What follows belongs to an exercise in optimizing a design on an open flow for a short achievable clock period and few clock cycles; a production flow would make more cautious choices.
The RTL was checked by simulation tests, not by an equivalence proof against the original design.
Power and IR drop assume default switching activity.

alpha:
## fetch_unit
module fetch_unit #(
  parameter int ADDR_W = fetch_pkg::ADDR_W_DEF,
  parameter int QDEPTH = 2
) (
  input  logic              clk,
  input  logic              rst,
  input  logic              load_en,
  input  logic              load_we,
  input  logic [15:0]       load_data,
  input  logic              run,
  input  logic              redirect_en,
  input  logic [ADDR_W-1:0] redirect_addr,
  input  logic              issue_ready,
  output logic              issue_valid,
  output logic [3:0]        opcode,
  output logic [1:0]        rd,
  output logic [1:0]        rs,
  output logic [1:0]        imm2,
  output logic [3:0]        imm4,
  output logic [ADDR_W-1:0] pc_out,
  output logic              halted,
  output logic              busy
);
Size: roughly 56 I/O pins, about 110000 sq um of cells after synthesis.
clock: 4.0 ns
lec_check: 0
cap_margin: 20
core_margin: 2
core_utilization: 70
cts_cluster_diameter: 60
cts_cluster_size: 28
setup_slack_margin: 2.2
slew_margin: 20
synth_hierarchical: 1
standard.sh (not shown) runs the stock make flow with config.mk's settings and CLKGATE_MAP_FILE= SYNTH_SCRIPT=/design/flow/synth_recipe.tcl, a recipe that flattens the netlist after the stock synthesis.
==> flow/flow/run.sh <==
#!/bin/bash
# Layout flow: the standard flow (standard.sh, all steps), except that
#  - the port buffers are inserted as buf_4 cells rather than the
#    buffer_ports default;
#  - the ports are placed by flow/io_pins.tcl (bottom edge, around the
#    middle) before ORFS's place_pins.
# make's full output goes to standard_flow.log here; each ORFS step keeps its
# own log under orfs/logs.
set -euo pipefail
here=$(pwd)
export BUFFER_PORTS_ARGS="-buffer_cell sky130_fd_sc_hd__buf_4"
export PRE_IO_PLACEMENT_TCL="$here/flow/io_pins.tcl"
bash standard.sh finish > standard_flow.log 2>&1
==> flow/flow/io_pins.tcl <==
# Pin placement for the layout (sourced by ORFS before place_pins): all ports
# on the bottom edge, packed around its middle, with the clock in the middle.
# This keeps the issue-port registers and the input logic close to their
# pins and the clock root close to the centre of the core.
set block [ord::get_db_block]
set die   [$block getDieArea]
set mid   [expr {([$die xMin] + [$die xMax]) / 2000.0}]
set others {}
foreach bt [$block getBTerms] {
  set name [$bt getName]
  if {$name ne "clk"} { lappend others $name }
}
set_io_pin_constraint -pin_names {clk} -region bottom:[expr {$mid - 2}]-[expr {$mid + 2}]
set_io_pin_constraint -pin_names $others -region bottom:[expr {$mid - 50}]-[expr {$mid + 50}]
Testbench counts of alpha, summed over its fixed seeds: cycles 24,571.
Here is what was changed in the inputs of beta compared with alpha.
Settings: CTS_CLUSTER_SIZE removed (was 28); CTS_CLUSTER_DIAMETER removed (was 60); CORE_UTILIZATION changed from 70 to 60.
--- outcome ---
Sequential share of power came out lower on beta than on alpha. Comparing alpha and beta, actual transition at the worst max-transition pin is higher on beta. Die area | beta above alpha. alpha has a lower number of non-filler instances in the completed layout than beta. Re sum of buffers and inverters on the critical path: alpha was lower than beta. Between alpha and beta, the flow reports detailed-route vias per instance decreasing by a little under 10%. In beta, the areal power density over the cells came out 40 nW/um^2 above the value in alpha. Sort alpha and beta by final worst hold slack, ascending, and beta comes first. Worst setup margin: beta better than alpha. Proportion of cell area occupied by multi-input gates: beta vs alpha down 0.58 points. The lower fraction of the cycle the final worst path needs came out of beta. Of the two values seen for standard cell with the maximum stage delay on the critical path, sky130_fd_sc_hd__a221oi_1 was produced by alpha and sky130_fd_sc_hd__dfrtp_1 by beta.
Input changes introduced in gamma (baseline for comparison: beta):
Settings: a change of CORE_UTILIZATION from 60 to 40.
==> flow/flow/run.sh <==
#!/bin/bash
# Layout flow: the standard flow (standard.sh, all steps), except that the
# port buffers are inserted as buf_4 cells rather than the buffer_ports
# default. make's full output goes to standard_flow.log here; each ORFS step
# keeps its own log under orfs/logs.
set -euo pipefail
export BUFFER_PORTS_ARGS="-buffer_cell sky130_fd_sc_hd__buf_4"
bash standard.sh finish > standard_flow.log 2>&1
removed: flow/flow/io_pins.tcl
Notes after the runs:
- gamma -> beta: post-synthesis cell count delta 0, exact match
- Worst stage delay on the critical path, gamma and beta, higher one = gamma.
- Final clock period utilization by the worst path delta for gamma relative to beta: 2.6 points higher
- Cmp gamma vs beta: height of the chip higher in gamma
- Run comparison: beta slowest cell on the critical path sky130_fd_sc_hd__dfrtp_1; gamma slowest cell on the critical path sky130_fd_sc_hd__dfrtp_2
- Diff beta -> gamma: total power of the final layout went up, fraction of power consumed by the clock network now larger, proportion of power drawn by combinational gates shows an increase of 1.3 points.
- Comparing gamma and beta, the higher initial standard-cell utilization of the core was measured on beta.
--- input diff gamma..delta ---
Settings: CTS_CLUSTER_SIZE newly set to 30; CORE_UTILIZATION changed from 40 to 60; CTS_CLUSTER_DIAMETER newly set to 100.
[summary]
On total power: delta sits below gamma. delta vs gamma: share of total power in sequential cells up in delta. Floorplan check, delta vs gamma: die outline smaller in delta. | total power density per cell area | higher: gamma |. Instance area at placement down about 1.3% in delta wrt gamma. Floorplan die width delta for delta relative to gamma: 98 um lower. Final wirelength is higher on gamma. Compared delta against gamma; area of combinational cells with multiple inputs within noise. Cells: delta has fewer instances than gamma.
The inputs of epsilon differ from those of delta as listed below.
Settings: CTS_CLUSTER_DIAMETER: 100 -> 60; CORE_UTILIZATION: 60 -> 50; CTS_CLUSTER_SIZE: 30 -> 24.
==> flow/flow/run.sh <==
#!/bin/bash
# Layout flow: the standard flow (standard.sh, all steps), except that
#  - the port buffers are inserted as buf_4 cells rather than the
#    buffer_ports default;
#  - the ports are placed by flow/io_pins.tcl (bottom edge, around the
#    middle) before ORFS's place_pins.
# make's full output goes to standard_flow.log here; each ORFS step keeps its
# own log under orfs/logs.
set -euo pipefail
here=$(pwd)
export BUFFER_PORTS_ARGS="-buffer_cell sky130_fd_sc_hd__buf_4"
export PRE_IO_PLACEMENT_TCL="$here/flow/io_pins.tcl"
bash standard.sh finish > standard_flow.log 2>&1
==> flow/flow/io_pins.tcl (new file) <==
# Pin placement for the layout (sourced by ORFS before place_pins): all ports
# on the bottom edge, packed around its middle, with the clock in the middle.
# This keeps the issue-port registers and the input logic close to their
# pins and the clock root close to the centre of the core.
set block [ord::get_db_block]
set die   [$block getDieArea]
set mid   [expr {([$die xMin] + [$die xMax]) / 2000.0}]
set others {}
foreach bt [$block getBTerms] {
  set name [$bt getName]
  if {$name ne "clk"} { lappend others $name }
}
set_io_pin_constraint -pin_names {clk} -region bottom:[expr {$mid - 2}]-[expr {$mid + 2}]
set_io_pin_constraint -pin_names $others -region bottom:[expr {$mid - 50}]-[expr {$mid + 50}]
[summary]
Going from delta to epsilon, the share of total power in combinational logic was found to have gone down by 1.4 points.
Taking epsilon as 1.0, delta lands at 0.835 on die area.
Summary — final critical path time including I/O delays and setup, epsilon relative to delta: higher, by 0.31 ns.
epsilon vs. delta: wire length of the first global-routing pass went up by about 2%.
epsilon against delta: adder-cell share of the synthesized area level, area taken by multi-input logic gates moved down.
epsilon: all stages done; final checks FAILED (slew limit).
Side by side, global-route usage turned out lower in epsilon than in delta.
Diff delta -> epsilon: ratio of final minimum period to clock period higher, wire length higher, sequential group power roughly the same.

==> what the ideal ports hide <==
The flow's constraints put no driver on any port. The routed layouts listed below were extracted and timed again, unchanged, in two steps. Step 1, drivers: a clkbuf_16 drives clk and a buf_2 each remaining input, both assumed. Step 2 also shifts input and output timing later by t, the mid clock arrival at the registers, as if the neighbouring blocks saw the same clock. Three values: ideal, step 1, step 2; two values: the first two.
run	shift t [ns]	setup slack, ns	hold WS [ns]	latest minus earliest clock arrival (ns)
alpha	0.920	1.672 / 1.672 / 1.088	0.082 / 0.057 / 0.490	0.060 / 0.060
beta	0.990	1.718 / 1.650 / 1.154	0.043 / 0.006 / 0.485	0.041 / 0.041
gamma	0.979	1.615 / 1.505 / 1.085	0.039 / 0.054 / 0.479	0.064 / 0.064
delta	0.889	1.768 / 1.679 / 1.238	0.111 / 0.080 / 0.498	0.033 / 0.033
epsilon	0.915	1.456 / 1.456 / 1.209	0.088 / 0.054 / 0.491	0.059 / 0.059
For alpha, which loses most, drivers alone change the setup slack by 0.000 ns; drivers and shift together by -0.584 ns.
